This design comes from an exercise in tuning for small area on the open sky130 flow, not from production work.
At most, simulation tests tie the RTL to the original design; equivalence was not proved.
For run 2, only the layout was checked, not whether the RTL still works.
Power figures rest on the tool's default switching activity, not on a simulated workload.

==> flow/run.sh <==
#!/bin/bash
# synth_recipe.tcl (not shown) runs the flow's synth.tcl, then flattens the netlist and writes it again
# the make line also repeats each setting of config.mk as NAME=value (left out here)
make -C /OpenROAD-flow-scripts/flow DESIGN_CONFIG=/design/flow/config.mk WORK_HOME=/design/flow/orfs CLKGATE_MAP_FILE= SYNTH_SCRIPT=/design/flow/synth_recipe.tcl finish
==> flow/config.mk <==
export PLATFORM = sky130hd
export DESIGN_NAME = regfile_sb
export DESIGN_NICKNAME = regfile_sb
export VERILOG_FILES = /design/flow/design.v
export SDC_FILE = /design/flow/constraint.sdc
export NUM_CORES = 4
export LEC_CHECK = 0
export CAP_MARGIN = 20
export CORE_MARGIN = 2
export CORE_UTILIZATION = 40
export PLACE_DENSITY = 0.6
export SLEW_MARGIN = 20
export SYNTH_HIERARCHICAL = 1
==> flow/constraint.sdc <==
create_clock -name core_clock -period 7.0 [get_ports {clk}]
set_input_delay 1.4000 -clock core_clock [delete_from_list [all_inputs] [get_ports {clk}]]
set_output_delay 1.4000 -clock core_clock [all_outputs]
set_load 0.01 [all_outputs]
==> flow/design.v <==
package riscv_pkg;
    localparam int XLEN   = 32;
    localparam int NREGS  = 32;
    localparam int RIDX_W = $clog2(NREGS);
    typedef logic [RIDX_W-1:0] reg_idx_t;
    typedef logic [XLEN-1:0]   xdata_t;
    localparam reg_idx_t REG_ZERO = '0;
endpackage
module rf_wrhold
#(
    parameter int DWIDTH = riscv_pkg::XLEN
) (
    input  logic              we,
    input  logic              we_n,
    input  logic [DWIDTH-1:0] wdata,
    input  logic [DWIDTH-1:0] q,
    output logic [DWIDTH-1:0] d
);
    assign d = ({DWIDTH{we}} & wdata) | ({DWIDTH{we_n}} & q);
endmodule
module rf_rdport
#(
    parameter int DWIDTH = riscv_pkg::XLEN,
    parameter int NIN    = riscv_pkg::NREGS
) (
    input  logic [NIN-1:0]             sel,
    input  logic [NIN-1:0][DWIDTH-1:0] din,
    output logic [DWIDTH-1:0]          dout
);
    always_comb begin
        dout = '0;
        for (int i = 0; i < NIN; i++) begin
            dout = dout | ({DWIDTH{sel[i]}} & din[i]);
        end
    end
endmodule
module regfile_sb
#(
    parameter int DWIDTH = riscv_pkg::XLEN,
    parameter int NREGS  = riscv_pkg::NREGS,
    parameter int AWIDTH = $clog2(NREGS),
    parameter int BYPASS = 1
) (
    input  logic              clk,
    input  logic              rst_n,
    input  logic [AWIDTH-1:0] rs1,
    input  logic [AWIDTH-1:0] rs2,
    output logic [DWIDTH-1:0] porta,
    output logic [DWIDTH-1:0] portb,
    output logic              porta_ready,
    output logic              portb_ready,
    input  logic              issue_en,
    input  logic [AWIDTH-1:0] issue_rd,
    input  logic              RegWen,
    input  logic [AWIDTH-1:0] rd,
    input  logic [DWIDTH-1:0] writedata,
    output logic [NREGS-1:0]  pending
);
    localparam bit FWD = (BYPASS != 0);
    logic [NREGS-1:1][DWIDTH-1:0] regs;      
    logic [NREGS-1:1][DWIDTH-1:0] regs_nxt;
    logic [NREGS-1:1]             vld;       
    logic [NREGS-1:1]             we;        
    logic [NREGS-1:0]             sel_a, sel_b;
    logic [NREGS-1:0][DWIDTH-1:0] rdin;
    logic                         byp_a, byp_b;
    logic [NREGS-1:1]             pend_q;
    always_comb begin
        for (int i = 1; i < NREGS; i++) begin
            we[i] = RegWen && (rd == AWIDTH'(i));
        end
    end
    for (genvar i = 1; i < NREGS; i++) begin : g_word
        rf_wrhold #(.DWIDTH(DWIDTH)) u_hold (
            .we    (we[i]),
            .we_n  (!we[i]),
            .wdata (writedata),
            .q     (regs[i]),
            .d     (regs_nxt[i])
        );
    end
    always_ff @(posedge clk) begin
        regs <= regs_nxt;
    end
    always_ff @(posedge clk or negedge rst_n) begin
        if (!rst_n) begin
            vld <= '0;
        end else begin
            vld <= vld | we;
        end
    end
    always_ff @(posedge clk or negedge rst_n) begin
        if (!rst_n) begin
            pend_q <= '0;
        end else begin
            for (int i = 1; i < NREGS; i++) begin
                if (issue_en && issue_rd == AWIDTH'(i)) begin
                    pend_q[i] <= 1'b1;
                end else if (we[i]) begin
                    pend_q[i] <= 1'b0;
                end
            end
        end
    end
    assign pending = {pend_q, 1'b0};
    assign byp_a = FWD && RegWen && (rd == rs1) && (rs1 != '0);
    assign byp_b = FWD && RegWen && (rd == rs2) && (rs2 != '0);
    always_comb begin
        sel_a[0] = byp_a;
        sel_b[0] = byp_b;
        rdin[0]  = writedata;
        for (int i = 1; i < NREGS; i++) begin
            sel_a[i] = (rs1 == AWIDTH'(i)) && vld[i] && !byp_a;
            sel_b[i] = (rs2 == AWIDTH'(i)) && vld[i] && !byp_b;
            rdin[i]  = regs[i];
        end
    end
    rf_rdport #(.DWIDTH(DWIDTH), .NIN(NREGS)) u_rda (.sel(sel_a), .din(rdin), .dout(porta));
    rf_rdport #(.DWIDTH(DWIDTH), .NIN(NREGS)) u_rdb (.sel(sel_b), .din(rdin), .dout(portb));
    assign porta_ready = (rs1 == '0) || !pending[rs1] || (FWD && RegWen && (rd == rs1));
    assign portb_ready = (rs2 == '0) || !pending[rs2] || (FWD && RegWen && (rd == rs2));
endmodule
==> results of run 1 <==
-- Yosys cell counts (all sizes together) (6+ instances only) --
| library cell | n |
|---|---|
| a311oi | 7 |
| and2 | 6 |
| nand4 | 260 |
| dfxtp | 992 |
| a32o | 8 |
| o2bb2ai | 9 |
| mux2 | 7 |
| a22o | 1003 |
| nor2b | 12 |
| clkbuf | 102 |
| xor2 | 8 |
| nand2b | 30 |
| or4 | 65 |
| and3 | 60 |
| buf | 298 |
| dfrtp | 62 |
| nand2 | 46 |
| mux4 | 10 |
| nand3 | 9 |
| and4 | 6 |
| nor2 | 20 |
| inv | 43 |
| a22oi | 1024 |
-- worst min path at each step --
stage,cells after the start,to,start,slack [ps]
after floorplan,1,vld[10]$_DFF_PN0_,vld[10]$_DFF_PN0_,440
after global placement,1,vld[2]$_DFF_PN0_,vld[2]$_DFF_PN0_,460
after detailed placement,1,vld[15]$_DFF_PN0_,vld[15]$_DFF_PN0_,460
after CTS,1,vld[15]$_DFF_PN0_,vld[15]$_DFF_PN0_,480
after global routing,1,vld[15]$_DFF_PN0_,vld[15]$_DFF_PN0_,500
final,1,vld[15]$_DFF_PN0_,vld[15]$_DFF_PN0_,480
-- registers in the layout (all words and copies together) (netlist names) --
name / cells
regs: 992
pend_q: 31
vld: 31
-- cells by family (layout without fill, tap and decap cells) --
family / count (synthesis) / in the layout / share of synthesized area
AOI/OAI and AO/OA: 2073 / 2073 / 0.374
xor gates and xnor gates: 10 / 10 / 0.00193
buffers and inverters: 443 / 642 / 0.0738
DFF: 1054 / 1054 / 0.472
muxes: 21 / 21 / 0.00758
other: 1 / 3 / 0.0000826
and+or+nand+nor: 526 / 526 / 0.0714
-- stage by stage --
stage	instance area, sq um	util	power, W
floorplan	45400	-	0.00931
global placement	48000	0.426	0.0103
detailed placement	48000	0.427	0.0103
CTS	52000	0.463	0.0168
global route	52100	0.463	0.0174
finish	52100	0.463	0.0169
-- layout make-up --
cell class	count	area, sq um
clock inverters	56	796
well taps	1500	1880
fillers	10400	60400
inverters	43	161
diodes	2	5.00
flip-flops and latches	1054	21400
multi-input cells	2631	20800
repair buffers	391	3760
clock buffers	152	3250
-- cells in the final DEF (no fill, tap or decap), drive strengths merged, types with 46 or more instances in the layout --
cell           netlist  final
buf                298    241
dfrtp               62     62
clkdlybuf4s50        0    150
nand2               46     46
and3                60     60
clkbuf             102    152
a22o              1003   1003
inv                 43     48
nand4              260    260
a22oi             1024   1024
or4                 65     65
dfxtp              992    992
-- power groups by stage --
stage | Combinational [W] | Clock [W] | Sequential [W]
detailed placement | 0.00207 | 0 | 0.00828
global placement | 0.00201 | 0 | 0.00828
global route | 0.00224 | 0.00679 | 0.00836
finish | 0.00213 | 0.00651 | 0.00825
floorplan | 0.00128 | 0 | 0.00804
CTS | 0.00207 | 0.00652 | 0.00818
-- metal layers --
layer | vias to the layer above | GRT usage | wire length, microns
li1 | 17300 | - | -
met2 | 3868 | 0.514 | 89400
met4 | 6 | 0.209 | 14800
met1 | 21100 | 0.450 | 80100
met3 | 948 | 0.121 | 29700
met5 | - | 0.00531 | 106
==> impl_metrics.env, run 1 <==
export IMPL_cpPeakStageDelay_ps=690
export IMPL_cpMostUsedCell="clkdlybuf4s50_1"
export IMPL_ctsHtreeMaxLevel=3
export IMPL_ant_nets=0
export IMPL_cts_num_sinks=1054
export IMPL_area_growth_pct=14.7
export IMPL_min_period_ps=6880
export IMPL_synth_seq_cells=1054
export IMPL_setup_slack_ps=123
export IMPL_path_class="in2out"
export IMPL_synth_enable_flop_cells=0
export IMPL_layout_cells_non_filler=5829
export IMPL_hold_viol=0
export IMPL_r2r_cells=1
export IMPL_avgViaCountPerCell=7.42
export IMPL_hpwl_microns=133000
export IMPL_path_depth=11
export IMPL_totalWireLength_microns=214000
export IMPL_initial_core_util=0.404
export IMPL_dieWidth_microns=341
export IMPL_r2r_slack_ps=6160
export IMPL_crit_path_end="portb[21]"
export IMPL_vias=43300
export IMPL_cp_top_family="simple AND/OR/NAND/NOR gates"
export IMPL_drtPass1Iterations=9
export IMPL_cts_tree="done"
export IMPL_crit_buf_inv=4
export IMPL_post_route_drc_count=0
export IMPL_power_density_nw_per_um2=324
export IMPL_cts_buffers=111
export IMPL_dp_cells=5618
export IMPL_antenna_found_initial=9
export IMPL_gp_congestion=0.949
export IMPL_die_h_microns=341
export IMPL_seq_area_frac_synth=0.472
export IMPL_synth_top_area_frac=0.437
export IMPL_ir_drop_mv=0.233
export IMPL_cp_required_ps=5600
export IMPL_clk_insertion_delay_late_ps=720
export IMPL_cp_max_fo=20
export IMPL_setup_tns_ps=0
export IMPL_max_freq_ghz=0.145
export IMPL_yosys_area_top_type="dfxtp_1"
export IMPL_drive_gt1_frac=0.144
export IMPL_outcome="no timing/DRC/antenna violations"
export IMPL_cts_resized_gates=0
export IMPL_pwr_share_clk=0.386
export IMPL_cap_violations=0
export IMPL_intPower_w=0.0122
export IMPL_net_switching_power_w=0.00465
export IMPL_grt_usage=0.353
export IMPL_grt_overflow=0
export IMPL_hold_ws_ps=477
export IMPL_ys_types=45
export IMPL_power_leakage_nw=20.9
export IMPL_seqPwrFrac=0.488
export IMPL_drt_initial_drc_count=7525
export IMPL_nets=4288
export IMPL_cts_clk_slew_worst_paths_ps=60
export IMPL_dp_slack_ps=309
export IMPL_synthTopCellsByArea="dfxtp_1 44%, a22o_1 18%, a22oi_1 17%, buf_6 5.2%, nand4_1 3.6%"
export IMPL_synthArstFlopShare=0.0588
export IMPL_path_cells="clkdlybuf4s50_1, xor2_1, nor4_4, buf_4, a311oi_1, and3_2, buf_12, a22oi_1, nand4_1, or4_1, clkdlybuf4s50_1"
export IMPL_final_setup_viol_count=0
export IMPL_grt_max_degree=63
export IMPL_core_sq_um=112000
export IMPL_finClkSkew_ps=0
export IMPL_grt_pass1_vias=40700
export IMPL_yosysWarnings=8
export IMPL_cts_hold_buf=0
export IMPL_synth_area_per_cell_sq_um=11.0
export IMPL_relSlewSlack=0.156
export IMPL_start_kind="primary input"
export IMPL_crit_start="rd[4]"
export IMPL_grt_first_pass_wirelength_microns=301000
export IMPL_combPwrFrac=0.126
export IMPL_rows=123
export IMPL_clock_path_buffers=3
export IMPL_holdCritPathClass="reg2reg"
export IMPL_r2r_start="vld[23]$_DFF_PN0_"
export IMPL_cpMaxStageDelayCell="or4_1"
export IMPL_detail_route_wl_per_cell_microns=36.7
export IMPL_synth_flop_cell="dfxtp_1"
export IMPL_crit_path_end_kind="output pin"
export IMPL_syn_cell_area_sq_um=45400
export IMPL_die_area_sq_um=116000
export IMPL_drv_slew=0
export IMPL_postCtsSetupRepairBufs=0
export IMPL_rsz0062_at_grt="no"
export IMPL_tightest_slew_ps=1270
export IMPL_root_buffer="clkbuf_16"
export IMPL_r2r_end="vld[23]$_DFF_PN0_"
export IMPL_fin_crit_sh=0.982
export IMPL_netlist_instances=4128
export IMPL_arrival_ps=5480
export IMPL_port_buffers=152
export IMPL_switching_share=0.275
export IMPL_io_pins=154
==> run 2, diff against run 1 <==
--- a/flow/design.v
+++ b/flow/design.v
@@ -20,2 +20,10 @@
 endmodule
+module rf_aoi3
+(
+    input  logic [2:0] sel,
+    input  logic [2:0] din,
+    output logic       y_n
+);
+    assign y_n = !(|(sel & din));
+endmodule
 module rf_rdport
@@ -29,7 +37,22 @@
 );
+    localparam int NGRP = (NIN + 2) / 3;
+    logic [3*NGRP-1:0] sel_x;
     always_comb begin
-        dout = '0;
-        for (int i = 0; i < NIN; i++) begin
-            dout = dout | ({DWIDTH{sel[i]}} & din[i]);
+        sel_x = '0;
+        sel_x[NIN-1:0] = sel;
+    end
+    for (genvar b = 0; b < DWIDTH; b++) begin : g_bit
+        logic [3*NGRP-1:0] din_x;
+        logic [NGRP-1:0]   grp_n;
+        for (genvar i = 0; i < 3*NGRP; i++) begin : g_in
+            if (i < NIN) begin : g_used
+                assign din_x[i] = din[i][b];
+            end else begin : g_pad
+                assign din_x[i] = 1'b0;
+            end
         end
+        for (genvar g = 0; g < NGRP; g++) begin : g_grp
+            rf_aoi3 u_aoi (.sel(sel_x[3*g +: 3]), .din(din_x[3*g +: 3]), .y_n(grp_n[g]));
+        end
+        assign dout[b] = !(&grp_n);
     end
@@ -105,5 +128,12 @@
     assign pending = {pend_q, 1'b0};
-    assign byp_a = FWD && RegWen && (rd == rs1) && (rs1 != '0);
-    assign byp_b = FWD && RegWen && (rd == rs2) && (rs2 != '0);
     always_comb begin
+        byp_a = 1'b0;
+        byp_b = 1'b0;
+        for (int i = 1; i < NREGS; i++) begin
+            sel_a[i] = (rs1 == AWIDTH'(i)) && vld[i] && !(FWD && we[i]);
+            sel_b[i] = (rs2 == AWIDTH'(i)) && vld[i] && !(FWD && we[i]);
+            byp_a    = byp_a || (FWD && (rs1 == AWIDTH'(i)) && we[i]);
+            byp_b    = byp_b || (FWD && (rs2 == AWIDTH'(i)) && we[i]);
+            rdin[i]  = regs[i];
+        end
         sel_a[0] = byp_a;
@@ -111,7 +141,2 @@
         rdin[0]  = writedata;
-        for (int i = 1; i < NREGS; i++) begin
-            sel_a[i] = (rs1 == AWIDTH'(i)) && vld[i] && !byp_a;
-            sel_b[i] = (rs2 == AWIDTH'(i)) && vld[i] && !byp_b;
-            rdin[i]  = regs[i];
-        end
     end
==> flow/flow/run.sh (new file) <==
#!/bin/bash
# Standard ORFS layout (standard.sh, synthesis unchanged) with two layout choices:
#  - ports are buffered with a small plain buffer instead of the resizer's default pick;
#  - CTS uses clkbuf_8 leaves over larger sink clusters and no dummy balancing loads.
set -euo pipefail
CTS="-sink_clustering_enable -repair_clock_nets -dont_use_dummy_load"
CTS="$CTS -buf_list sky130_fd_sc_hd__clkbuf_8 -sink_clustering_size 16 -sink_clustering_max_diameter 100"
bash standard.sh \
    "BUFFER_PORTS_ARGS=-buffer_cell sky130_fd_sc_hd__buf_1" \
    "CTS_ARGS=$CTS" \
    finish > standard_flow.log 2>&1
==> flow/standard.sh (new file) <==
#!/bin/bash
# synth_recipe.tcl (not shown) runs the flow's synth.tcl, then flattens the netlist and writes it again
# the make line also repeats each setting of config.mk as NAME=value (left out here)
make -C /OpenROAD-flow-scripts/flow DESIGN_CONFIG=/design/flow/config.mk WORK_HOME=/design/flow/orfs CLKGATE_MAP_FILE= SYNTH_SCRIPT=/design/flow/synth_recipe.tcl "${@:-finish}"
removed: flow/run.sh
==> impl_metrics.env, run 2 <==
export IMPL_net_switching_power_w=0.00404
export IMPL_holdCritPathClass="reg2reg"
export IMPL_drv_slew=0
export IMPL_synth_enable_flop_cells=0
export IMPL_rsz0062_at_grt="no"
export IMPL_cp_required_ps=5600
export IMPL_largest_reg_flops=992
export IMPL_ir_drop_mv=0.140
export IMPL_synthTopCellsByArea="dfxtp_1 45%, a22o_1 19%, a222oi_1 16%, buf_6 4.9%, dfrtp_1 3.6%"
export IMPL_drt_initial_drc_count=10800
export IMPL_clock_path_buffers=3
export IMPL_initial_core_util=0.403
export IMPL_met3_usage=0.0815
export IMPL_min_period_ps=6590
export IMPL_avgViaCountPerCell=7.70
export IMPL_seq_area_frac_synth=0.490
export IMPL_dieWidth_microns=335
export IMPL_ctsHtreeMaxLevel=3
export IMPL_cap_violations=0
export IMPL_port_buffers=152
export IMPL_r2r_slack_ps=6120
export IMPL_seqPwrFrac=0.617
export IMPL_cp_max_fo=35
export IMPL_yosysWarnings=8
export IMPL_pwr_share_clk=0.223
export IMPL_synth_top_area_frac=0.454
export IMPL_grt_max_degree=63
export IMPL_power_density_nw_per_um2=281
export IMPL_hpwl_microns=116000
export IMPL_largest_register="regs"
export IMPL_post_route_util=0.435
export IMPL_vias=41600
export IMPL_path_cells="buf_1, buf_4, and4bb_2, nand2_2, buf_4, nand2_1, nor3_2, buf_4, a222oi_1, nand3_1, or3_1, buf_1"
export IMPL_finClkSkew_ps=0
export IMPL_switching_share=0.304
export IMPL_synth_flop_cell="dfxtp_1"
export IMPL_area_growth_pct=8.13
export IMPL_post_route_drc_count=0
export IMPL_outcome="no timing/DRC/antenna violations"
export IMPL_final_setup_viol_count=0
export IMPL_root_buffer="clkbuf_8"
export IMPL_synth_area_per_cell_sq_um=12.0
export IMPL_power_w=0.0133
export IMPL_die_h_microns=335
export IMPL_cpPeakStageDelay_ps=960
export IMPL_gp_congestion=1.02
export IMPL_arrival_ps=5190
export IMPL_netlist_instances=3651
export IMPL_final_area_sq_um=47200
export IMPL_largest_registers="regs x992, pend_q x31, vld x31"
export IMPL_drtPass1Iterations=15
export IMPL_cts_hold_buf=0
export IMPL_postCtsSetupRepairBufs=0
export IMPL_totalWireLength_microns=194000
export IMPL_relSlewSlack=0.157
export IMPL_yosysMostFrequentCell="dfxtp_1"
export IMPL_r2r_end="pend_q[25]$_DFFE_PN0P_"
export IMPL_whs_path_depth=1
export IMPL_layout_common_cells="992 x dfxtp_1, 941 x a22o_1, 704 x a222oi_1"
export IMPL_min_from="vld[1]$_DFF_PN0_"
export IMPL_cp_top_family="simple AND/OR/NAND/NOR gates"
export IMPL_yosys_area_top_type="dfxtp_1"
export IMPL_io_pins=154
export IMPL_cts_resized_gates=0
export IMPL_crit_path_end_kind="output pin"
export IMPL_max_freq_ghz=0.152
export IMPL_nets=4041
export IMPL_r2r_start="pend_q[25]$_DFFE_PN0P_"
export IMPL_ys_types=60
export IMPL_grt_first_pass_wirelength_microns=275000
export IMPL_hold_viol=0
export IMPL_dp_slack_ps=602
export IMPL_drive_gt1_frac=0.121
export IMPL_cpMaxStageDelayCell="nor3_2"
export IMPL_cts_tree="done"
export IMPL_grt_usage=0.328
export IMPL_final_common_cell="dfxtp_1"
export IMPL_grt_pass1_vias=38700
export IMPL_intPower_w=0.00923
export IMPL_antenna_found_initial=6
export IMPL_cpMostUsedCell="buf_4"
export IMPL_synthArstFlopShare=0.0588
export IMPL_setup_tns_ps=0
export IMPL_detail_route_wl_per_cell_microns=35.9
export IMPL_cts_clk_slew_worst_paths_ps=110
export IMPL_r2r_cells=2
export IMPL_grt_overflow=0
export IMPL_cts_num_sinks=1054
export IMPL_tightest_slew_ps=1260
export IMPL_crit_buf_inv=5
export IMPL_grtUsageMet1=0.450
export IMPL_die_area_sq_um=112000
export IMPL_fillers=10200
export IMPL_core_sq_um=109000
export IMPL_combPwrFrac=0.159
export IMPL_grt_busiest_layer="met2"
export IMPL_power_leakage_nw=18.8
export IMPL_fin_crit_sh=0.941
export IMPL_ant_nets=0
export IMPL_synth_seq_cells=1054
export IMPL_whs_endpoint="vld[1]$_DFF_PN0_"
export IMPL_cts_buffers=75
export IMPL_grt_use_met2=0.467
export IMPL_placed_cell_area_sq_um=46200
export IMPL_yosys_top_cells_count="992 x dfxtp_1, 941 x a22o_1, 704 x a222oi_1"
export IMPL_start_kind="primary input"
export IMPL_clk_insertion_delay_late_ps=700
export IMPL_syn_cell_area_sq_um=43700
export IMPL_path_class="in2out"
export IMPL_setup_slack_ps=415
export IMPL_rows=121
## run 2: cell types whose count changed after synthesis, sizes merged, moves of 66 or more
cell | previous run | this run
clkbuf | 102 | 7
or3 | 0 | 66
nand4 | 260 | 132
buf | 298 | 214
nor3 | 3 | 74
a222oi | 0 | 704
a22oi | 1024 | 0
## run 2: layout make-up
cell class / instances / area, sq um / area share
inverters: 33 / 124 / 0.00262
multi-input cells: 2469 / 20700 / 0.439
well taps: 1414 / 1770 / 0.0374
flip-flops and latches: 1054 / 21400 / 0.453
clock buffers: 75 / 1030 / 0.0218
diodes: 5 / 12.5 / 0.000265
repair buffers: 352 / 2170 / 0.0460
## run 2: routing by layer
metal,share of wire,up-vias,wire (microns)
met1,0.39,20500,74800
li1,-,16800,-
met4,0.060,4,11600
met3,0.14,546,27000
met2,0.42,3685,80600
met5,0.00027,-,53
## run 2: Yosys stat by module (local to each module, per instance), excerpt
module,flip-flops and latches,cells inside,copies in the design
regfile_sb,1054,1511,1
rf_aoi3,0,1,704
## run 2: cell families after synthesis
kind of cell           after synthesis  share of synthesized area
XOR/XNOR                            10                    0.00200
buffers and inverters              254                     0.0553
multiplexers                        21                    0.00916
AND/OR/NAND/NOR                    536                     0.0691
flip-flops                        1054                      0.490
other                                3                   0.000258
AO/OA/AOI/OAI                     1773                      0.374
## run 2: how the worst max path moves through the flow
stage | startpoint | endpoint | cells after the start
finish | rd[1] | portb[26] | 12
global route | rd[4] | porta[24] | 12
CTS | rs2[1] | portb[24] | 13
detailed placement | rs2[1] | portb[24] | 13
global placement | rd[4] | porta[24] | 12
floorplan | rd[3] | portb[0] | 9
## run 2: power by group through the flow
stage                     sequential [W]  combinational (W)  clock [W]
after floorplan                  0.00801            0.00137          0
after global placement           0.00823            0.00199          0
after detailed placement         0.00824            0.00204          0
after CTS                        0.00813            0.00204    0.00298
after global routing             0.00831            0.00223    0.00320
final                            0.00819            0.00211    0.00296
## run 2: per-stage QoR
| step | hold slack (ps) | cells |
|---|---|---|
| 2_1_floorplan | 435 | 3777 |
| 3_3_place_gp | 449 | 5322 |
| 3_5_place_dp | 452 | 5322 |
| 4_1_cts | 479 | 5397 |
| 5_1_grt | 497 | 5399 |
| 6_report | 479 | 5402 |
## run 2: worst register-to-register path: stages, from the launching register on
cell,delay [ps]
dfrtp_1,490
nand2_1,170
o21ai_0,100
==> run 3, diff against run 2 <==
--- a/flow/design.v
+++ b/flow/design.v
@@ -20,7 +20,9 @@
 endmodule
-module rf_aoi3
-(
-    input  logic [2:0] sel,
-    input  logic [2:0] din,
-    output logic       y_n
+module rf_aoi
+#(
+    parameter int N = 3
+) (
+    input  logic [N-1:0] sel,
+    input  logic [N-1:0] din,
+    output logic         y_n
 );
@@ -38,19 +40,11 @@
     localparam int NGRP = (NIN + 2) / 3;
-    logic [3*NGRP-1:0] sel_x;
-    always_comb begin
-        sel_x = '0;
-        sel_x[NIN-1:0] = sel;
-    end
     for (genvar b = 0; b < DWIDTH; b++) begin : g_bit
-        logic [3*NGRP-1:0] din_x;
-        logic [NGRP-1:0]   grp_n;
-        for (genvar i = 0; i < 3*NGRP; i++) begin : g_in
-            if (i < NIN) begin : g_used
-                assign din_x[i] = din[i][b];
-            end else begin : g_pad
-                assign din_x[i] = 1'b0;
-            end
+        logic [NIN-1:0]  din_b;
+        logic [NGRP-1:0] grp_n;
+        for (genvar i = 0; i < NIN; i++) begin : g_in
+            assign din_b[i] = din[i][b];
         end
         for (genvar g = 0; g < NGRP; g++) begin : g_grp
-            rf_aoi3 u_aoi (.sel(sel_x[3*g +: 3]), .din(din_x[3*g +: 3]), .y_n(grp_n[g]));
+            localparam int N = (3*g + 3 <= NIN) ? 3 : NIN - 3*g;
+            rf_aoi #(.N(N)) u_aoi (.sel(sel[3*g +: N]), .din(din_b[3*g +: N]), .y_n(grp_n[g]));
         end
--- a/flow/flow/run.sh
+++ b/flow/flow/run.sh
@@ -6,3 +6,3 @@
 CTS="-sink_clustering_enable -repair_clock_nets -dont_use_dummy_load"
-CTS="$CTS -buf_list sky130_fd_sc_hd__clkbuf_8 -sink_clustering_size 16 -sink_clustering_max_diameter 100"
+CTS="$CTS -buf_list sky130_fd_sc_hd__clkbuf_8 -sink_clustering_size 12 -sink_clustering_max_diameter 100"
 bash standard.sh \
--- a/flow/config.mk
+++ b/flow/config.mk
@@ -9,4 +9,4 @@
 export CORE_MARGIN = 2
-export CORE_UTILIZATION = 40
-export PLACE_DENSITY = 0.6
+export CORE_UTILIZATION = 55
+export PLACE_DENSITY = 0.7
 export SLEW_MARGIN = 20
==> impl_metrics.env, run 3 <==
export IMPL_max_freq_ghz=0.151
export IMPL_yosys_area_top_type="dfxtp_1"
export IMPL_rows=103
export IMPL_grt_max_degree=63
export IMPL_ir_drop_mv=0.203
export IMPL_drt_initial_drc_count=10900
export IMPL_cp_top_family="simple AND/OR/NAND/NOR gates"
export IMPL_totalWireLength_microns=184000
export IMPL_core_sq_um=79000
export IMPL_die_area_sq_um=82000
export IMPL_yosys_top_cells_count="992 x dfxtp_1, 941 x a22o_1, 640 x a222oi_1"
export IMPL_gp_congestion=1.06
export IMPL_ys_types=61
export IMPL_synthSimpleGateAreaFrac=0.0688
export IMPL_nets=3943
export IMPL_final_setup_viol_count=0
export IMPL_antenna_found_initial=8
export IMPL_grtUsageMet1=0.577
export IMPL_holdCritPathClass="reg2reg"
export IMPL_initial_core_util=0.555
export IMPL_relSlewSlack=0.180
export IMPL_cp_required_ps=5600
export IMPL_yosysMostFrequentCell="dfxtp_1"
export IMPL_yosysWarnings=7
export IMPL_synth_enable_flop_cells=0
export IMPL_synth_fa_ha_area_frac=0
export IMPL_hpwl_microns=111000
export IMPL_grt_first_pass_wirelength_microns=263000
export IMPL_cts_tree="done"
export IMPL_r2r_slack_ps=6180
export IMPL_die_h_microns=286
export IMPL_grt_overflow=0
export IMPL_arrival_ps=5210
export IMPL_cts_buffers=97
export IMPL_cts_hold_buf=0
export IMPL_synth_top_area_frac=0.453
export IMPL_layout_common_cells="992 x dfxtp_1, 941 x a22o_1, 640 x a222oi_1"
export IMPL_path_class="in2out"
export IMPL_r2r_start="pend_q[2]$_DFFE_PN0P_"
export IMPL_tightest_slew_ps=1220
export IMPL_drtPass1Iterations=17
export IMPL_dieWidth_microns=286
export IMPL_ctsHtreeMaxLevel=3
export IMPL_syn_cell_area_sq_um=43800
export IMPL_largest_reg_flops=992
export IMPL_synthArstFlopShare=0.0588
export IMPL_outcome="no timing/DRC/antenna violations"
export IMPL_synth_flop_cell="dfxtp_1"
export IMPL_vias=41800
export IMPL_clock_path_buffers=3
export IMPL_cts_clk_slew_worst_paths_ps=80
export IMPL_root_buffer="clkbuf_8"
export IMPL_cp_max_fo=21
export IMPL_grt_usage=0.425
export IMPL_cpMaxStageDelayCell="nor2b_1"
export IMPL_synthXorXnorAreaFrac=0.00200
export IMPL_crit_start="rd[3]"
export IMPL_r2r_cells=1
export IMPL_power_density_nw_per_um2=290
export IMPL_final_common_cell="dfxtp_1"
export IMPL_cap_violations=0
export IMPL_setup_slack_ps=393
export IMPL_avgViaCountPerCell=8.47
export IMPL_synth_area_per_cell_sq_um=12.0
export IMPL_io_pins=154
export IMPL_setup_tns_ps=0
export IMPL_crit_path_end="portb[21]"
export IMPL_start_kind="primary input"
export IMPL_largest_registers="regs x992, pend_q x31, vld x31"
export IMPL_postCtsSetupRepairBufs=0
export IMPL_finClkSkew_ps=0
export IMPL_synth_top_family_by_area="compound AO/OA/AOI/OAI gates"
export IMPL_met3_usage=0.108
export IMPL_path_cells="buf_1, nor2b_1, nand2_2, nand2_1, nor3_2, buf_4, a222oi_1, nand4_1, or3_1, buf_1"
export IMPL_crit_path_end_kind="output pin"
export IMPL_fin_crit_sh=0.944
export IMPL_clk_insertion_delay_late_ps=710
export IMPL_port_buffers=152
export IMPL_drive_gt1_frac=0.144
export IMPL_power_leakage_nw=18.7
export IMPL_seq_area_frac_synth=0.488
export IMPL_min_from="vld[6]$_DFF_PN0_"
export IMPL_cts_num_sinks=1054
export IMPL_placed_cell_area_sq_um=45500
export IMPL_rsz0062_at_grt="no"
export IMPL_drv_slew=0
export IMPL_synth_mux_area_fraction=0.00913
export IMPL_netlist_instances=3649
export IMPL_ant_nets=0
export IMPL_synth_seq_cells=1054
export IMPL_synth_compound_area_frac=0.377
export IMPL_dp_slack_ps=623
export IMPL_synthTopCellsByArea="dfxtp_1 45%, a22o_1 19%, a222oi_1 15%, buf_6 4.9%, dfrtp_1 3.5%"
export IMPL_path_depth=10
export IMPL_grt_use_met2=0.598
export IMPL_largest_register="regs"
export IMPL_post_route_drc_count=0
export IMPL_cpMostUsedCell="buf_1"
export IMPL_crit_buf_inv=3
export IMPL_grt_busiest_layer="met2"
export IMPL_grt_pass1_vias=38100
export IMPL_min_period_ps=6610
export IMPL_cts_resized_gates=0
export IMPL_area_growth_pct=6.81
export IMPL_cpPeakStageDelay_ps=890
export IMPL_final_area_sq_um=46800
export IMPL_hold_viol=0
export IMPL_r2r_end="pend_q[2]$_DFFE_PN0P_"
export IMPL_detail_route_wl_per_cell_microns=37.3
==> run 3: changes by cell type in the layout (fill, tap and decap cells not counted), moves of 7 or more <==
cell      previous run  this run
conb_1             129         1
clkbuf_8            75        97
buf_1              130       148
clkbuf_2            22         4
buf_4              194       201
a22oi_2              0        64
a222oi_1           704       640
==> run 3: final cells by class <==
class                      count  area, sq um
timing repair buffer         360         2220
clock buffer                  97         1340
sequential                  1054        21400
inverter                      33          124
multi-input combinational   2341        20400
fill                        6672        32200
tap                         1050         1310
antenna                        2         5.00
==> run 3: per-layer routing <==
layer  up-vias  routed length [microns]
li1      16600                        -
met1     20300                    67800
met2      4112                    75100
met3       737                    26500
met4        12                    14500
met5         -                      138
==> run 3: worst min-delay path by stage <==
stage	to	slack [ps]	depth (start not counted)
floorplan	vld[10]$_DFF_PN0_	430	1
global route	vld[30]$_DFF_PN0_	490	1
detailed placement	vld[30]$_DFF_PN0_	450	1
CTS	vld[1]$_DFF_PN0_	470	1
finish	vld[6]$_DFF_PN0_	470	1
global placement	vld[25]$_DFF_PN0_	450	1
==> run 3: logic make-up after synthesis <==
kind of cell              Yosys count
AOI/OAI and AO/OA                1773
DFF                              1054
and+or+nand+nor                   536
buffers and inverters             254
muxes                              21
xor gates and xnor gates           10
other                               1
==> run 3: report_power, final <==
part	switching [W]	internal [W]	leakage (nW)
Clock	0.00203	0.00123	0.697
Sequential	0.00101	0.00721	8.99
Combinational	0.00104	0.00106	8.97
Total	0.00408	0.00950	18.7
==> run 3: metrics by stage <==
| stage | power, W | hold WS [ps] | util | cells |
|---|---|---|---|---|
| global route | 0.0140 | 490 | 0.593 | 4936 |
| detailed placement | 0.0103 | 452 | 0.576 | 4838 |
| floorplan | 0.00939 | 435 | - | 3649 |
| global placement | 0.0102 | 449 | 0.576 | 4838 |
| CTS | 0.0134 | 472 | 0.593 | 4935 |
| finish | 0.0136 | 472 | 0.593 | 4937 |
==> run 4, diff against run 3 <==
--- a/flow/config.mk
+++ b/flow/config.mk
@@ -9,4 +9,4 @@
 export CORE_MARGIN = 2
-export CORE_UTILIZATION = 55
-export PLACE_DENSITY = 0.7
+export CORE_UTILIZATION = 40
+export PLACE_DENSITY = 0.6
 export SLEW_MARGIN = 20
==> impl_metrics.env, run 4 <==
export IMPL_outcome="no timing/DRC/antenna violations"
export IMPL_cts_resized_gates=0
export IMPL_cts_tree="done"
export IMPL_grtUsageMet1=0.472
export IMPL_hpwl_microns=117000
export IMPL_switching_share=0.304
export IMPL_arrival_ps=5350
export IMPL_power_density_nw_per_um2=288
export IMPL_port_buffers=152
export IMPL_holdCritPathClass="reg2reg"
export IMPL_yosys_area_top_type="dfxtp_1"
export IMPL_min_from="vld[12]$_DFF_PN0_"
export IMPL_cp_required_ps=5600
export IMPL_clk_insertion_delay_late_ps=760
export IMPL_die_h_microns=335
export IMPL_avgViaCountPerCell=7.98
export IMPL_max_freq_ghz=0.148
export IMPL_cts_num_sinks=1054
export IMPL_syn_cell_area_sq_um=43800
export IMPL_grt_overflow=0
export IMPL_antenna_found_initial=11
export IMPL_yosys_top_cells_count="992 x dfxtp_1, 941 x a22o_1, 640 x a222oi_1"
export IMPL_yosysMostFrequentCell="dfxtp_1"
export IMPL_final_common_cell="dfxtp_1"
export IMPL_pwr_share_clk=0.244
export IMPL_largest_registers="regs x992, pend_q x31, vld x31"
export IMPL_nets=3919
export IMPL_crit_path_end_kind="output pin"
export IMPL_hold_viol=0
export IMPL_seqPwrFrac=0.602
export IMPL_largest_register="regs"
export IMPL_grt_busiest_layer="met1"
export IMPL_ant_nets=0
export IMPL_synth_area_per_cell_sq_um=12.0
export IMPL_grt_use_met2=0.460
export IMPL_drive_gt1_frac=0.143
export IMPL_r2r_start="pend_q[1]$_DFFE_PN0P_"
export IMPL_area_growth_pct=7.87
export IMPL_die_area_sq_um=112000
export IMPL_grt_usage=0.345
export IMPL_path_class="in2out"
export IMPL_r2r_cells=1
export IMPL_combPwrFrac=0.154
export IMPL_synthTopCellsByArea="dfxtp_1 45%, a22o_1 19%, a222oi_1 15%, buf_6 4.9%, dfrtp_1 3.5%"
export IMPL_net_switching_power_w=0.00414
export IMPL_ys_types=61
export IMPL_root_buffer="clkbuf_8"
export IMPL_relSlewSlack=0.179
export IMPL_netlist_instances=3649
export IMPL_final_setup_viol_count=0
export IMPL_drtPass1Iterations=15
export IMPL_start_kind="primary input"
export IMPL_dp_cells=5178
export IMPL_gp_congestion=0.997
export IMPL_finClkSkew_ps=0
export IMPL_met3_usage=0.114
export IMPL_synth_flop_cell="dfxtp_1"
export IMPL_initial_core_util=0.403
export IMPL_io_pins=154
export IMPL_crit_start="rd[3]"
export IMPL_ctsHtreeMaxLevel=3
export IMPL_cap_violations=0
export IMPL_dieWidth_microns=335
export IMPL_clock_path_buffers=3
export IMPL_synth_enable_flop_cells=0
export IMPL_postCtsSetupRepairBufs=0
export IMPL_largest_reg_flops=992
export IMPL_drv_slew=0
export IMPL_detail_route_wl_per_cell_microns=38.6
export IMPL_synth_seq_cells=1054
export IMPL_yosysWarnings=7
export IMPL_rows=121
export IMPL_synth_top_area_frac=0.453
export IMPL_synthArstFlopShare=0.0588
export IMPL_grt_pass1_vias=39700
export IMPL_rsz0062_at_grt="no"
export IMPL_post_route_drc_count=0
export IMPL_ir_drop_mv=0.159
export IMPL_whs_path_depth=1
export IMPL_seq_area_frac_synth=0.488
export IMPL_core_sq_um=109000
export IMPL_layout_cells_non_filler=5281
export IMPL_cts_buffers=97
export IMPL_drt_initial_drc_count=11900
export IMPL_cp_max_fo=22
export IMPL_cts_hold_buf=0
export IMPL_setup_tns_ps=0
export IMPL_cts_clk_slew_worst_paths_ps=80
export IMPL_grt_max_degree=63
export IMPL_vias=42100
export IMPL_power_leakage_nw=18.6
export IMPL_min_period_ps=6750
export IMPL_intPower_w=0.00950
export IMPL_tightest_slew_ps=1230
export IMPL_layout_common_cells="992 x dfxtp_1, 941 x a22o_1, 640 x a222oi_1"
export IMPL_fin_crit_sh=0.964
export IMPL_grt_first_pass_wirelength_microns=287000
export IMPL_totalWireLength_microns=204000
[run 4: cell count changes in the layout (fill, tap and decap cells not counted), sizes merged]
cell | before | now
inv | 33 | 32
clkbuf | 101 | 119
diode | 2 | 6
buf | 356 | 314
clkinv | 0 | 1
[run 4: stage by stage]
step | setup slack (ps) | total power (W) | utilization | area [sq um] | hold WS [ps]
after global routing | 111 | 0.0141 | 0.434 | 47300 | 478
after floorplan | 98.6 | 0.00939 | - | 43900 | 435
final | 252 | 0.0136 | 0.435 | 47300 | 470
after CTS | 429 | 0.0135 | 0.434 | 47300 | 473
after detailed placement | 429 | 0.0103 | 0.422 | 45900 | 452
after global placement | 437 | 0.0102 | 0.422 | 45900 | 448
[run 4: critical path, cell delays in order]
cell and delay, ps:
buf_1 370, nor2_1 330, nand2_2 180, nor3_1 60
nor4_1 260, a31oi_1 160, or4_2 910, buf_4 370
a222oi_1 440, nand4_1 120, or3_1 550, buf_1 190
[run 4: routing by layer]
metal | routed length (microns) | up-vias
li1 | - | 16600
met1 | 78400 | 20600
met2 | 79400 | 4188
met3 | 32300 | 689
met4 | 13700 | 4
met5 | 23 | -
[run 4: layout make-up]
| class | count | area, sq um |
|---|---|---|
| Tap cell | 1414 | 1770 |
| Clock buffer | 97 | 1340 |
| Antenna cell | 6 | 15.0 |
| Sequential cell | 1054 | 21400 |
| Multi-Input combinational cell | 2341 | 20400 |
| Fill cell | 10200 | 61600 |
| Inverter | 33 | 124 |
| Timing Repair Buffer | 336 | 2230 |
[run 4: worst paths after layout]
path / endpoint / slack (ps)
max reg2reg: pend_q[1]$_DFFE_PN0P_ / 6210
min reg2reg: vld[12]$_DFF_PN0_ / 470
max in group asynchronous: pend_q[30]$_DFFE_PN0P_ / 5570
min: vld[12]$_DFF_PN0_ / 470
min in group asynchronous: vld[5]$_DFF_PN0_ / 810
max: porta[28] / 250
[run 4: cells by family after synthesis]
logic type	Yosys count	synth area share
other	1	0.0000855
and+or+nand+nor	536	0.0688
AOI/OAI and AO/OA	1773	0.377
buffers and inverters	254	0.0551
xor gates and xnor gates	10	0.00200
DFF	1054	0.488
muxes	21	0.00913
[run 4: power by group through the flow]
stage | clock [W] | combinational (W) | sequential, W
6_report | 0.00333 | 0.00210 | 0.00821
5_1_grt | 0.00356 | 0.00221 | 0.00833
4_1_cts | 0.00333 | 0.00204 | 0.00814
3_5_place_dp | 0 | 0.00203 | 0.00825
3_3_place_gp | 0 | 0.00198 | 0.00824
2_1_floorplan | 0 | 0.00136 | 0.00803
==> run 5, diff against run 4 <==
--- a/flow/design.v
+++ b/flow/design.v
@@ -77,8 +77,8 @@
     logic [NREGS-1:1][DWIDTH-1:0] regs;      
-    logic [NREGS-1:1][DWIDTH-1:0] regs_nxt;
+    logic [NREGS-1:1][DWIDTH-1:0] regs_nxt;  
     logic [NREGS-1:1]             vld;       
+    logic [NREGS-1:1]             vld_nxt;
     logic [NREGS-1:1]             we;        
-    logic [NREGS-1:0]             sel_a, sel_b;
-    logic [NREGS-1:0][DWIDTH-1:0] rdin;
-    logic                         byp_a, byp_b;
+    logic [NREGS-1:1]             sel_a, sel_b;
+    logic [NREGS-1:1][DWIDTH-1:0] rdin;
     logic [NREGS-1:1]             pend_q;
@@ -101,2 +101,3 @@
     end
+    assign vld_nxt = vld | we;
     always_ff @(posedge clk or negedge rst_n) begin
@@ -105,3 +106,3 @@
         end else begin
-            vld <= vld | we;
+            vld <= vld_nxt;
         end
@@ -123,17 +124,10 @@
     always_comb begin
-        byp_a = 1'b0;
-        byp_b = 1'b0;
         for (int i = 1; i < NREGS; i++) begin
-            sel_a[i] = (rs1 == AWIDTH'(i)) && vld[i] && !(FWD && we[i]);
-            sel_b[i] = (rs2 == AWIDTH'(i)) && vld[i] && !(FWD && we[i]);
-            byp_a    = byp_a || (FWD && (rs1 == AWIDTH'(i)) && we[i]);
-            byp_b    = byp_b || (FWD && (rs2 == AWIDTH'(i)) && we[i]);
-            rdin[i]  = regs[i];
+            sel_a[i] = (rs1 == AWIDTH'(i)) && (FWD ? vld_nxt[i] : vld[i]);
+            sel_b[i] = (rs2 == AWIDTH'(i)) && (FWD ? vld_nxt[i] : vld[i]);
+            rdin[i]  = FWD ? regs_nxt[i] : regs[i];
         end
-        sel_a[0] = byp_a;
-        sel_b[0] = byp_b;
-        rdin[0]  = writedata;
     end
-    rf_rdport #(.DWIDTH(DWIDTH), .NIN(NREGS)) u_rda (.sel(sel_a), .din(rdin), .dout(porta));
-    rf_rdport #(.DWIDTH(DWIDTH), .NIN(NREGS)) u_rdb (.sel(sel_b), .din(rdin), .dout(portb));
+    rf_rdport #(.DWIDTH(DWIDTH), .NIN(NREGS-1)) u_rda (.sel(sel_a), .din(rdin), .dout(porta));
+    rf_rdport #(.DWIDTH(DWIDTH), .NIN(NREGS-1)) u_rdb (.sel(sel_b), .din(rdin), .dout(portb));
     assign porta_ready = (rs1 == '0) || !pending[rs1] || (FWD && RegWen && (rd == rs1));
--- a/flow/flow/run.sh
+++ b/flow/flow/run.sh
@@ -6,3 +6,3 @@
 CTS="-sink_clustering_enable -repair_clock_nets -dont_use_dummy_load"
-CTS="$CTS -buf_list sky130_fd_sc_hd__clkbuf_8 -sink_clustering_size 12 -sink_clustering_max_diameter 100"
+CTS="$CTS -buf_list sky130_fd_sc_hd__clkbuf_8 -sink_clustering_size 14 -sink_clustering_max_diameter 100"
 bash standard.sh \
==> impl_metrics.env, run 5 <==
export IMPL_cts_buffers=85
export IMPL_combPwrFrac=0.205
export IMPL_synth_seq_cells=1054
export IMPL_post_route_util=0.435
export IMPL_grt_use_met2=0.479
export IMPL_max_freq_ghz=0.149
export IMPL_synthTopCellsByArea="dfxtp_1 46%, a22o_1 19%, a222oi_1 15%, buf_6 5.0%, dfrtp_1 3.6%"
export IMPL_cpPeakStageDelay_ps=570
export IMPL_drv_slew=0
export IMPL_net_switching_power_w=0.00411
export IMPL_cts_num_sinks=1054
export IMPL_ctsHtreeMaxLevel=3
export IMPL_cts_tree="done"
export IMPL_core_sq_um=106000
export IMPL_layout_cells_non_filler=5162
export IMPL_dp_cells=5067
export IMPL_min_period_ps=6720
export IMPL_synth_top_area_frac=0.465
export IMPL_synth_enable_flop_cells=0
export IMPL_drt_initial_drc_count=11100
export IMPL_rsz0062_at_grt="no"
export IMPL_cpMostUsedCell="buf_4"
export IMPL_min_from="regs[831]$_DFF_P_"
export IMPL_fillers=9743
export IMPL_synthArstFlopShare=0.0588
export IMPL_yosysWarnings=7
export IMPL_largest_register="regs"
export IMPL_io_pins=154
export IMPL_clock_path_buffers=3
export IMPL_postCtsSetupRepairBufs=0
export IMPL_switching_share=0.306
export IMPL_yosys_area_top_type="dfxtp_1"
export IMPL_largest_registers="regs x992, pend_q x31, vld x31"
export IMPL_largest_reg_flops=992
export IMPL_totalWireLength_microns=206000
export IMPL_hold_viol=0
export IMPL_initial_core_util=0.405
export IMPL_tightest_slew_ps=1250
export IMPL_crit_start="rd[2]"
export IMPL_grt_max_degree=63
export IMPL_area_growth_pct=7.50
export IMPL_synthXorXnorAreaFrac=0.00205
export IMPL_grtUsageMet1=0.478
export IMPL_cts_hold_buf=0
export IMPL_crit_path_end_kind="output pin"
export IMPL_antenna_found_initial=20
export IMPL_crit_buf_inv=6
export IMPL_power_leakage_nw=18.4
export IMPL_ys_types=54
export IMPL_arrival_ps=5320
export IMPL_path_class="in2out"
export IMPL_grt_usage=0.359
export IMPL_layout_common_cells="992 x dfxtp_1, 941 x a22o_1, 640 x a222oi_1"
export IMPL_root_buffer="clkbuf_8"
export IMPL_nets=3819
export IMPL_netlist_instances=3557
export IMPL_cap_violations=0
export IMPL_power_w=0.0135
export IMPL_relSlewSlack=0.167
export IMPL_synthSimpleGateAreaFrac=0.0665
export IMPL_synth_flop_cell="dfxtp_1"
export IMPL_drtPass1Iterations=15
export IMPL_synth_top_family_by_area="compound AO/OA/AOI/OAI gates"
export IMPL_avgViaCountPerCell=7.85
export IMPL_final_area_sq_um=45900
export IMPL_final_common_cell="dfxtp_1"
export IMPL_finClkSkew_ps=0
export IMPL_met3_usage=0.143
export IMPL_ir_drop_mv=0.170
export IMPL_setup_tns_ps=0
export IMPL_r2r_start="vld[1]$_DFF_PN0_"
export IMPL_rows=119
export IMPL_intPower_w=0.00935
export IMPL_cp_top_family="buffers and inverters"
export IMPL_yosysMostFrequentCell="dfxtp_1"
export IMPL_clk_insertion_delay_late_ps=740
export IMPL_dieWidth_microns=331
export IMPL_die_area_sq_um=109000
export IMPL_post_route_drc_count=0
export IMPL_power_density_nw_per_um2=293
export IMPL_cpMaxStageDelayCell="or3_1"
export IMPL_hpwl_microns=119000
export IMPL_path_cells="buf_1, buf_4, nand2_1, nor2_1, nand2_2, buf_4, inv_1, buf_4, a22o_1, a222oi_1, nand4_1, or3_1, buf_1"
export IMPL_gp_congestion=0.986
export IMPL_seqPwrFrac=0.560
export IMPL_placed_cell_area_sq_um=44700
export IMPL_synth_mux_area_fraction=0.00884
export IMPL_synth_compound_area_frac=0.364
export IMPL_pwr_share_clk=0.235
export IMPL_grt_first_pass_wirelength_microns=285000
export IMPL_port_buffers=152
export IMPL_vias=40500
export IMPL_cp_required_ps=5600
export IMPL_die_h_microns=331
export IMPL_synth_fa_ha_area_frac=0
export IMPL_seq_area_frac_synth=0.501
export IMPL_synth_area_per_cell_sq_um=12.0
export IMPL_ant_nets=0
export IMPL_start_kind="primary input"
export IMPL_grt_pass1_vias=37600
export IMPL_cp_max_fo=34
export IMPL_drive_gt1_frac=0.126
export IMPL_cts_clk_slew_worst_paths_ps=40
export IMPL_yosys_top_cells_count="992 x dfxtp_1, 941 x a22o_1, 640 x a222oi_1"
export IMPL_holdCritPathClass="reg2reg"
export IMPL_cts_resized_gates=0
export IMPL_grt_overflow=0
export IMPL_syn_cell_area_sq_um=42700
export IMPL_final_setup_viol_count=0
export IMPL_outcome="no timing/DRC/antenna violations"
export IMPL_grt_busiest_layer="met2"
export IMPL_detail_route_wl_per_cell_microns=39.8
export IMPL_fin_crit_sh=0.960
[run 5: final cells by class]
type | count | area (sq um) | area share
Antenna cell | 10 | 25.0 | 0.000545
Clock buffer | 85 | 1170 | 0.0255
Multi-Input combinational cell | 2230 | 19300 | 0.419
Sequential cell | 1054 | 21400 | 0.466
Inverter | 63 | 236 | 0.00515
Timing Repair Buffer | 329 | 2100 | 0.0457
Tap cell | 1391 | 1740 | 0.0379
[run 5: power groups by stage]
stage	logic (W)	registers [W]	clock network, W
after detailed placement	0.00261	0.00765	0
final	0.00276	0.00754	0.00316
after global placement	0.00258	0.00764	0
after global routing	0.00288	0.00764	0.00333
after floorplan	0.00175	0.00759	0
after CTS	0.00264	0.00752	0.00313
[run 5: stage by stage]
stage / hold WS, ps / worst slack [ps]
detailed placement: 459 / 657
CTS: 475 / 637
floorplan: 425 / 267
finish: 475 / 277
global route: 497 / 213
global placement: 452 / 597
[run 5: final timing paths]
path / to / slack, ps / cells after the start
setup / recovery: portb[4] / 280 / 13
max in group asynchronous: vld[11]$_DFF_PN0_ / 5520 / 2
hold / removal: regs[831]$_DFF_P_ / 470 / 1
setup reg to reg: vld[1]$_DFF_PN0_ / 6020 / 2
hold reg to reg: regs[831]$_DFF_P_ / 470 / 1
min in group asynchronous: pend_q[25]$_DFFE_PN0P_ / 850 / 2
[run 5: cells by family (layout without fill, tap and decap cells)]
kind of cell,count (synthesis),after routing
AO/OA/AOI/OAI,1673,1673
flip-flops,1054,1054
AND/OR/NAND/NOR,525,525
buffers and inverters,273,477
multiplexers,21,21
XOR/XNOR,10,10
other,1,11
[run 5: routing by layer]
layer	wire length, microns	share of wire
met5	366	0.0018
met4	13900	0.068
met3	32700	0.16
met2	80200	0.39
met1	78500	0.38
==> run 6, diff against run 5 <==
--- a/flow/design.v
+++ b/flow/design.v
@@ -90,9 +90,11 @@
     for (genvar i = 1; i < NREGS; i++) begin : g_word
-        rf_wrhold #(.DWIDTH(DWIDTH)) u_hold (
-            .we    (we[i]),
-            .we_n  (!we[i]),
-            .wdata (writedata),
-            .q     (regs[i]),
-            .d     (regs_nxt[i])
-        );
+        for (genvar h = 0; h < DWIDTH; h++) begin : g_bit
+            rf_wrhold #(.DWIDTH(1)) u_hold (
+                .we    (we[i]),
+                .we_n  (!we[i]),
+                .wdata (writedata[h]),
+                .q     (regs[i][h]),
+                .d     (regs_nxt[i][h])
+            );
+        end
     end
==> impl_metrics.env, run 6 <==
export IMPL_die_area_sq_um=104000
export IMPL_seqPwrFrac=0.564
export IMPL_largest_reg_flops=992
export IMPL_avgViaCountPerCell=7.85
export IMPL_antenna_found_initial=15
export IMPL_min_period_ps=6470
export IMPL_cts_tree="done"
export IMPL_initial_core_util=0.404
export IMPL_relSlewSlack=0.242
export IMPL_rsz0062_at_grt="no"
export IMPL_largest_registers="regs x992, pend_q x31, vld x31"
export IMPL_layout_common_cells="1,003 x a22o_1, 992 x dfxtp_1, 640 x a222oi_1"
export IMPL_cts_clk_slew_worst_paths_ps=40
export IMPL_outcome="no timing/DRC/antenna violations"
export IMPL_synth_flop_cell="dfxtp_1"
export IMPL_power_leakage_nw=18.2
export IMPL_largest_register="regs"
export IMPL_finClkSkew_ps=0
export IMPL_synthTopCellsByArea="dfxtp_1 49%, a22o_1 22%, a222oi_1 16%, dfrtp_1 3.8%, nand4_1 2.0%"
export IMPL_die_h_microns=322
export IMPL_grt_first_pass_wirelength_microns=281000
export IMPL_detail_route_wl_per_cell_microns=39.1
export IMPL_final_common_cell="a22o_1"
export IMPL_combPwrFrac=0.201
export IMPL_final_setup_viol_count=0
export IMPL_intPower_w=0.00934
export IMPL_hpwl_microns=112000
export IMPL_grt_max_degree=63
export IMPL_grt_usage=0.368
export IMPL_drtPass1Iterations=13
export IMPL_yosys_top_cells_count="1,003 x a22o_1, 992 x dfxtp_1, 640 x a222oi_1"
export IMPL_ir_drop_mv=0.128
export IMPL_ant_nets=0
export IMPL_area_growth_pct=12.8
export IMPL_crit_path_end_kind="output pin"
export IMPL_grt_overflow=0
export IMPL_cp_max_fo=33
export IMPL_power_density_nw_per_um2=292
export IMPL_grt_pass1_vias=38300
export IMPL_synth_enable_flop_cells=0
export IMPL_switching_share=0.301
export IMPL_fin_crit_sh=0.924
export IMPL_io_pins=154
export IMPL_ctsHtreeMaxLevel=3
export IMPL_synth_area_per_cell_sq_um=12.0
export IMPL_ys_types=53
export IMPL_cp_required_ps=5600
export IMPL_arrival_ps=5070
export IMPL_pwr_share_clk=0.234
export IMPL_drive_gt1_frac=0.107
export IMPL_dieWidth_microns=322
export IMPL_netlist_instances=3371
export IMPL_setup_tns_ps=0
export IMPL_core_sq_um=100000
export IMPL_cp_top_family="simple AND/OR/NAND/NOR gates"
export IMPL_cts_hold_buf=0
export IMPL_crit_buf_inv=5
export IMPL_synth_seq_cells=1054
export IMPL_min_from="regs[725]$_DFF_P_"
export IMPL_multi_input_area_sq_um=19300
export IMPL_rows=116
export IMPL_vias=40200
export IMPL_start_kind="primary input"
export IMPL_cap_violations=0
export IMPL_path_class="in2out"
export IMPL_cts_resized_gates=0
export IMPL_yosysWarnings=7
export IMPL_hold_ws_ps=490
export IMPL_setup_slack_ps=529
export IMPL_holdCritPathClass="reg2reg"
export IMPL_dp_slack_ps=659
export IMPL_drt_initial_drc_count=9246
export IMPL_fillers=9294
export IMPL_port_buffers=152
export IMPL_synthArstFlopShare=0.0588
export IMPL_postCtsSetupRepairBufs=0
export IMPL_cpMaxStageDelayCell="buf_4"
export IMPL_clock_path_buffers=3
export IMPL_synth_top_area_frac=0.490
export IMPL_yosysMostFrequentCell="a22o_1"
export IMPL_cts_buffers=85
export IMPL_drv_slew=0
export IMPL_seq_area_sq_um=21400
export IMPL_hold_viol=0
export IMPL_gp_congestion=0.912
export IMPL_yosys_area_top_type="dfxtp_1"
export IMPL_net_switching_power_w=0.00402
export IMPL_clk_insertion_delay_late_ps=720
export IMPL_r2r_start="vld[16]$_DFF_PN0_"
export IMPL_cpPeakStageDelay_ps=520
export IMPL_path_cells="buf_1, nand2_1, nor2_1, nand2_2, inv_1, buf_4, nor2_1, nor3_2, buf_4, a222oi_1, nand4_1, or3_1, buf_1"
export IMPL_nets=3813
export IMPL_cts_num_sinks=1054
export IMPL_max_freq_ghz=0.155
export IMPL_crit_start="rd[2]"
export IMPL_tightest_slew_ps=1140
export IMPL_syn_cell_area_sq_um=40600
export IMPL_seq_area_frac_synth=0.528
export IMPL_root_buffer="clkbuf_8"
export IMPL_post_route_drc_count=0
export IMPL_totalWireLength_microns=200000
## run 6: power by group through the flow
stage	clock network [W]	logic, W	registers [W]
2_1_floorplan	0	0.00173	0.00759
3_3_place_gp	0	0.00253	0.00764
3_5_place_dp	0	0.00257	0.00766
4_1_cts	0.00312	0.00260	0.00753
5_1_grt	0.00334	0.00283	0.00764
6_report	0.00313	0.00269	0.00754
## run 6: area by class of cell
class / instances / share of cell area
diodes: 9 / 0.000492
clock buffers: 85 / 0.0256
inverters: 63 / 0.00517
multi-input cells: 2230 / 0.422
flip-flops and latches: 1054 / 0.468
well taps: 1357 / 0.0371
repair buffers: 323 / 0.0419
## run 6: final timing paths
kind	slack (ps)	cells past startpoint	to
min in group asynchronous	850	2	pend_q[16]$_DFFE_PN0P_
setup / recovery	530	13	porta[23]
setup reg to reg	6020	2	vld[16]$_DFF_PN0_
hold / removal	490	1	regs[725]$_DFF_P_
max in group asynchronous	5540	2	vld[30]$_DFF_PN0_
hold reg to reg	490	1	regs[725]$_DFF_P_
## run 6: layer usage
metal,up-vias,global-route usage,share of wire
met3,795,0.112,0.14
met4,11,0.262,0.078
met1,19500,0.482,0.37
li1,16100,-,-
met2,3803,0.513,0.40
met5,-,0.00556,0.00068
## run 6: cells by family after synthesis
logic type,count (synthesis),share of synthesized area
xor gates and xnor gates,10,0.00216
and+or+nand+nor,525,0.0700
buffers and inverters,87,0.00932
DFF,1054,0.528
AOI/OAI and AO/OA,1673,0.381
muxes,21,0.00932
other,1,0.0000925
## run 6: through the flow
step	power, W	area [sq um]	std cells	util
finish	0.0134	45800	5121	0.456
floorplan	0.00931	40600	3371	-
global route	0.0138	45800	5116	0.456
detailed placement	0.0102	44600	5027	0.444
CTS	0.0132	45700	5112	0.456
global placement	0.0102	44600	5026	0.444
==> run 7, diff against run 6 <==
--- a/flow/design.v
+++ b/flow/design.v
@@ -19,2 +19,17 @@
     assign d = ({DWIDTH{we}} & wdata) | ({DWIDTH{we_n}} & q);
+endmodule
+module rf_seldec
+#(
+    parameter int NREGS  = riscv_pkg::NREGS,
+    parameter int AWIDTH = $clog2(NREGS)
+) (
+    input  logic [AWIDTH-1:0] rs,
+    input  logic [NREGS-1:1]  vld,
+    output logic [NREGS-1:1]  sel
+);
+    always_comb begin
+        for (int i = 1; i < NREGS; i++) begin
+            sel[i] = (rs == AWIDTH'(i)) && vld[i];
+        end
+    end
 endmodule
@@ -125,7 +140,7 @@
     assign pending = {pend_q, 1'b0};
+    rf_seldec #(.NREGS(NREGS), .AWIDTH(AWIDTH)) u_sela (.rs(rs1), .vld(FWD ? vld_nxt : vld), .sel(sel_a));
+    rf_seldec #(.NREGS(NREGS), .AWIDTH(AWIDTH)) u_selb (.rs(rs2), .vld(FWD ? vld_nxt : vld), .sel(sel_b));
     always_comb begin
         for (int i = 1; i < NREGS; i++) begin
-            sel_a[i] = (rs1 == AWIDTH'(i)) && (FWD ? vld_nxt[i] : vld[i]);
-            sel_b[i] = (rs2 == AWIDTH'(i)) && (FWD ? vld_nxt[i] : vld[i]);
-            rdin[i]  = FWD ? regs_nxt[i] : regs[i];
+            rdin[i] = FWD ? regs_nxt[i] : regs[i];
         end
==> impl_metrics.env, run 7 <==
export IMPL_synthArstFlopShare=0.0588
export IMPL_grt_first_pass_wirelength_microns=275000
export IMPL_dp_slack_ps=611
export IMPL_arrival_ps=5160
export IMPL_clk_insertion_delay_late_ps=730
export IMPL_root_buffer="clkbuf_8"
export IMPL_synth_area_per_cell_sq_um=12.1
export IMPL_hold_viol=0
export IMPL_power_leakage_nw=18.6
export IMPL_setup_tns_ps=0
export IMPL_finClkSkew_ps=0
export IMPL_tightest_slew_ps=1240
export IMPL_largest_registers="regs x992, pend_q x31, vld x31"
export IMPL_yosys_area_top_type="dfxtp_1"
export IMPL_hpwl_microns=119000
export IMPL_postCtsSetupRepairBufs=0
export IMPL_synth_top_area_frac=0.490
export IMPL_path_class="in2out"
export IMPL_path_cells="buf_1, nand2b_1, nor2_1, nand2_2, buf_4, nand2b_1, and3_2, a222oi_1, nand4_1, or3_1, buf_1"
export IMPL_cp_required_ps=5600
export IMPL_ys_types=49
export IMPL_gp_congestion=0.924
export IMPL_post_route_util=0.453
export IMPL_max_freq_ghz=0.152
export IMPL_seq_area_frac_synth=0.528
export IMPL_cts_tree="done"
export IMPL_detail_route_wl_per_cell_microns=38.5
export IMPL_yosysWarnings=8
export IMPL_cts_resized_gates=0
export IMPL_grt_pass1_vias=37400
export IMPL_netlist_instances=3358
export IMPL_totalWireLength_microns=197000
export IMPL_cpPeakStageDelay_ps=880
export IMPL_synth_enable_flop_cells=0
export IMPL_clock_path_buffers=3
export IMPL_ir_drop_mv=0.131
export IMPL_port_buffers=152
export IMPL_synth_flop_cell="dfxtp_1"
export IMPL_multi_input_area_sq_um=19100
export IMPL_relSlewSlack=0.172
export IMPL_final_setup_viol_count=0
export IMPL_cpMaxStageDelayCell="a222oi_1"
export IMPL_fin_crit_sh=0.937
export IMPL_grt_max_degree=63
export IMPL_outcome="no timing/DRC/antenna violations"
export IMPL_seq_area_sq_um=21400
export IMPL_post_route_drc_count=0
export IMPL_min_period_ps=6560
export IMPL_hold_ws_ps=485
export IMPL_cp_max_fo=32
export IMPL_synth_seq_cells=1054
export IMPL_largest_register="regs"
export IMPL_final_common_cell="a22o_1"
export IMPL_grt_overflow=0
export IMPL_drive_gt1_frac=0.105
export IMPL_cts_hold_buf=0
export IMPL_yosysMostFrequentCell="a22o_1"
export IMPL_vias=40100
export IMPL_ctsHtreeMaxLevel=3
export IMPL_avgViaCountPerCell=7.83
export IMPL_largest_reg_flops=992
export IMPL_crit_path_end_kind="output pin"
export IMPL_power_density_nw_per_um2=292
export IMPL_drv_slew=0
export IMPL_core_sq_um=100000
export IMPL_cts_num_sinks=1054
export IMPL_area_growth_pct=12.1
export IMPL_nets=3817
export IMPL_rows=116
export IMPL_die_h_microns=322
export IMPL_antenna_found_initial=10
export IMPL_initial_core_util=0.404
export IMPL_rsz0062_at_grt="no"
export IMPL_fillers=9260
export IMPL_syn_cell_area_sq_um=40600
export IMPL_layout_common_cells="1,000 x a22o_1, 992 x dfxtp_1, 640 x a222oi_1"
export IMPL_yosys_top_cells_count="1,000 x a22o_1, 992 x dfxtp_1, 640 x a222oi_1"
export IMPL_start_kind="primary input"
export IMPL_io_pins=154
export IMPL_cts_buffers=85
export IMPL_die_area_sq_um=104000
export IMPL_synthTopCellsByArea="dfxtp_1 49%, a22o_1 22%, a222oi_1 16%, dfrtp_1 3.8%, nand4_1 2.0%"
export IMPL_ant_nets=0
export IMPL_cap_violations=0
export IMPL_drt_initial_drc_count=9637
export IMPL_dieWidth_microns=322
export IMPL_holdCritPathClass="reg2reg"
export IMPL_cts_clk_slew_worst_paths_ps=100
export IMPL_setup_slack_ps=440
export IMPL_drtPass1Iterations=14
export IMPL_grt_usage=0.361
## run 7: cell types whose count changed after synthesis, sizes merged, moves of 9 or more
cell	previous run	this run
nand2	109	120
o2bb2ai	16	0
o21ai	1	15
nor2	41	17
nand2b	14	31
nor4	18	3
and3	1	65
inv	63	35
nor3	50	6
buf	16	7
## run 7: routing by layer
layer / part of all wire / track usage
met4: 0.065 / 0.211
met5: 0.00037 / 0.00602
met2: 0.40 / 0.500
met1: 0.38 / 0.493
met3: 0.16 / 0.110
## run 7: worst max-delay path, delay by kind of cell
family / cells / cell delay [ps]
AOI/OAI and AO/OA: 1 / 880
buffers and inverters: 3 / 870
and+or+nand+nor: 7 / 1990
## run 7: area by class of cell
class,instances,area share
clock buffers,85,0.0257
diodes,2,0.000110
well taps,1357,0.0373
repair buffers,333,0.0437
inverters,35,0.00289
flip-flops and latches,1054,0.471
multi-input cells,2252,0.419
## run 7: worst paths after layout
check                                            start                endpoint  slack [ps]  cells past startpoint
worst max-delay path                             rd[1]               porta[19]         440                     11
worst min-delay path                 vld[22]$_DFF_PN0_       vld[22]$_DFF_PN0_         490                      1
worst max register to register  pend_q[25]$_DFFE_PN0P_  pend_q[25]$_DFFE_PN0P_        6170                      2
worst min register to register       vld[22]$_DFF_PN0_       vld[22]$_DFF_PN0_         490                      1
max in group asynchronous                        rst_n       vld[30]$_DFF_PN0_        5610                      2
min in group asynchronous                        rst_n  pend_q[17]$_DFFE_PN0P_         840                      2
## run 7: through the flow
stage	power [W]	cells	instance area (sq um)
after floorplan	0.00928	3358	40600
after global placement	0.0101	5031	44300
after detailed placement	0.0102	5031	44300
after CTS	0.0132	5116	45500
after global routing	0.0137	5117	45500
final	0.0133	5118	45500
## run 7: cell families after synthesis
group,share of synthesized area
buffers and inverters,0.00586
AO/OA/AOI/OAI,0.380
other,0.0000924
XOR/XNOR,0.00216
AND/OR/NAND/NOR,0.0749
flip-flops,0.528
multiplexers,0.00941
## run 7: power by group
| part | internal, W | leakage [nW] | switching, W | total (W) |
|---|---|---|---|---|
| clock | 0.00109 | 0.611 | 0.00204 | 0.00313 |
| combinational | 0.00106 | 8.97 | 0.00156 | 0.00262 |
| sequential | 0.00718 | 8.99 | 0.000355 | 0.00754 |

-- afterwards: timing with drivers on the ports --
How much do the figures lean on ideal ports? The routed layouts below were timed once more, with nothing changed but the port constraints.
Step 1 sets driving cells, clkbuf_16 on the clock port and buf_2 on the other inputs (assumed; they add their load-dependent delay and slew).
Step 2, shift: input delay + t, output delay - t, t = (earliest + latest rising clock arrival at the registers) / 2. This alone moves slack from input paths to output paths.
a / b / c = ideal ports / drivers / drivers and shift; a / b = the first two.
run | t (ns) | setup slack, ns | worst slew at a driven data input, ns
run 1 | 0.784 | 0.123 / 0.099 / 0.099 | 0.10
run 2 | 0.794 | 0.415 / 0.392 / 0.392 | 0.05
run 3 | 0.796 | 0.393 / 0.363 / 0.363 | 0.05
run 4 | 0.841 | 0.252 / 0.229 / 0.229 | 0.13
run 5 | 0.809 | 0.277 / 0.159 / 0.159 | 0.26
run 6 | 0.788 | 0.529 / 0.408 / 0.408 | 0.17
run 7 | 0.816 | 0.440 / 0.392 / 0.392 | 0.13
After both steps every run listed still meets setup and hold. The setup slack of run 6, which loses most, moves by -0.121 ns with the drivers and by -0.121 ns with both steps.
